This design comes from an exercise in tuning for small area, a short achievable clock period and few clock cycles per item on the open sky130 flow, not from production work.
Power figures rest on the tool's default switching activity, not on a simulated workload.

## fp_addsub_top
module fp_addsub_top (
  input  logic        clk,
  input  logic        rst_n,
  input  logic        in_req,
  output logic        in_ack,
  input  logic [64:0] in_op,      
  output logic        out_req,
  input  logic        out_ack,
  output logic [34:0] out_res     
);
Settings: LEC_CHECK=0, ABC_AREA=1, CAP_MARGIN=20, CORE_MARGIN=2, CORE_UTILIZATION=40, CTS_BUF_LIST=sky130_fd_sc_hd__clkbuf_8, SETUP_SLACK_MARGIN=3.3, SLEW_MARGIN=20, TNS_END_PERCENT=5, BUFFER_PORTS_ARGS=-buffer_cell sky130_fd_sc_hd__buf_1; clock period 6.5 ns.
standard.sh (not shown) runs the stock make flow with config.mk's settings and CLKGATE_MAP_FILE= SYNTH_SCRIPT=/design/flow/synth_recipe.tcl, a recipe that flattens the netlist after the stock synthesis.
==> flow/flow/run.sh <==
#!/bin/bash
set -e
echo 'export BUFFER_PORTS_ARGS = -buffer_cell sky130_fd_sc_hd__buf_1' >> config.mk
bash standard.sh > standard.log 2>&1
The baseline finished clean.
Change:
--- a/flow/design.v
+++ b/flow/design.v
@@ -87,21 +87,21 @@
   end
   pfx_gt #(31) cmp_i (.a({a_e, a_f}), .b({b_e, b_f}), .gt(b_gt));
   cmp_add #(8) ed_i (.a(a_e), .b(~b_e), .s0(d_abm1), .s1(d_ab), .c1(a_ge_e));
   assign d_ba = ~d_abm1;
   always_comb begin
     a_nz   = |a_e;
     b_nz   = |b_e;
     swap   = b_gt & b_nz;
     sign_a = swap ? (b_s ^ op_sub) : a_s;
     subx_a = a_s ^ b_s ^ op_sub;
-    l_e_a  = a_ge_e ? a_e : b_e;                
+    l_e_a  = swap ? b_e : a_e;
     l_f_a  = swap ? b_f : a_f;
     s_nz   = a_nz & b_nz;
     s_m_a  = {s_nz, swap ? a_f : b_f};
     sh_ab  = (~s_nz | (|d_ab[7:5]) | (d_ab[4:0] > 5'd26)) ? 5'd27 : d_ab[4:0];
     sh_ba  = (~s_nz | (|d_ba[7:5]) | (d_ba[4:0] > 5'd26)) ? 5'd27 : d_ba[4:0];
     sh_a   = a_ge_e ? sh_ab : sh_ba;
   end
   logic        sign1, subx1;
   logic [7:0]  l_e1;
   logic [22:0] l_f1;
@@ -120,34 +120,35 @@
   logic [26:0] s_b;
   logic [27:0] sum_b;
   always_comb begin
     s_sh   = {s_m1, 3'b000} >> sh1;
     sticky = 1'b0;
     for (int j = 0; j < 24; j++) begin
       if (5'(j + 3) < sh1) sticky = sticky | s_m1[j];
     end
     al = {s_sh[26:1], s_sh[0] | (sticky & s_m1[23])};
   end
-  sk_add #(27) add_i (.a({1'b1, l_f1, 3'b000}), .b(al ^ {27{subx1}}), .cin(subx1),
+  sk_add #(27) add_i (.a({1'b1, l_f1, 3'b000} ^ {27{subx1}}), .b(al), .cin(1'b0),
                       .s(s_b), .cout(c_b));
-  assign sum_b = {c_b & ~subx1, s_b};
+  assign sum_b = {c_b, s_b};
   logic        sign2, subx2;
   logic [7:0]  l_e2;
-  logic [27:0] sum2;
+  logic [27:0] tsum2, sum2;
   always_ff @(posedge clk) begin
     if (ld2) begin
       sign2 <= sign1;
       subx2 <= subx1;
       l_e2  <= l_e1;
-      sum2  <= sum_b;
+      tsum2 <= sum_b;
     end
   end
+  assign sum2 = {tsum2[27] & ~subx2, tsum2[26:0] ^ {27{subx2}}};
   logic        carry, zero, uf, ov, up, lost, rc, kill, g, rs, wsel;
   logic [23:0] keep;
   logic [22:0] rnd;
   logic [4:0]  lz;
   logic [31:0] lzx;
   logic [26:0] norm;
   logic [7:0]  e_f, e_w0, e_w1, e_n0, e_n1;
   logic        sign_d;
   logic [7:0]  e_d;
   logic [22:0] f_d;
- The changed run finished clean
- power shrinks by a little under a tenth
- cell count grows by roughly a tenth
- combinational power shrinks by a little under a tenth
- via count grows by roughly a tenth
- synthesized cell count grows by roughly a tenth
- first-iteration DRC count grows by a quarter to a third
- die area grows by a few percent
- count of clock-buffer cells in the layout grows by 1
- clock skew shrinks by 0.0047 ns
No run of this note included a check of the RTL's function; only the layout flow was run.

## re-timing with driven ports
Ports are ideal in the flow. The routed layouts listed here were re-timed in OpenROAD.
Step 1 sets driving cells, clkbuf_16 on the clock port and buf_2 on the other inputs (assumed; they add their load-dependent delay and slew).
Step 2, shift: input delay + t, output delay - t, t = (earliest + latest rising clock arrival at the registers) / 2. This alone moves slack from input paths to output paths.
Three values: ideal ports, drivers, drivers and shift; two values: the first two.
| run | shift t [ns] | slack for setup (ns) | worst data-port slew with drivers (ns) |
|---|---|---|---|
| the first run | 0.515 | 2.835 / 2.835 / 2.447 | 0.05 |
| the second run | 0.514 | 2.813 / 2.813 / 2.647 | 0.04 |
After both steps setup and hold are still met in every run listed. For the first run, which loses most, drivers alone change the setup slack by 0.000 ns; drivers and shift together by -0.388 ns.
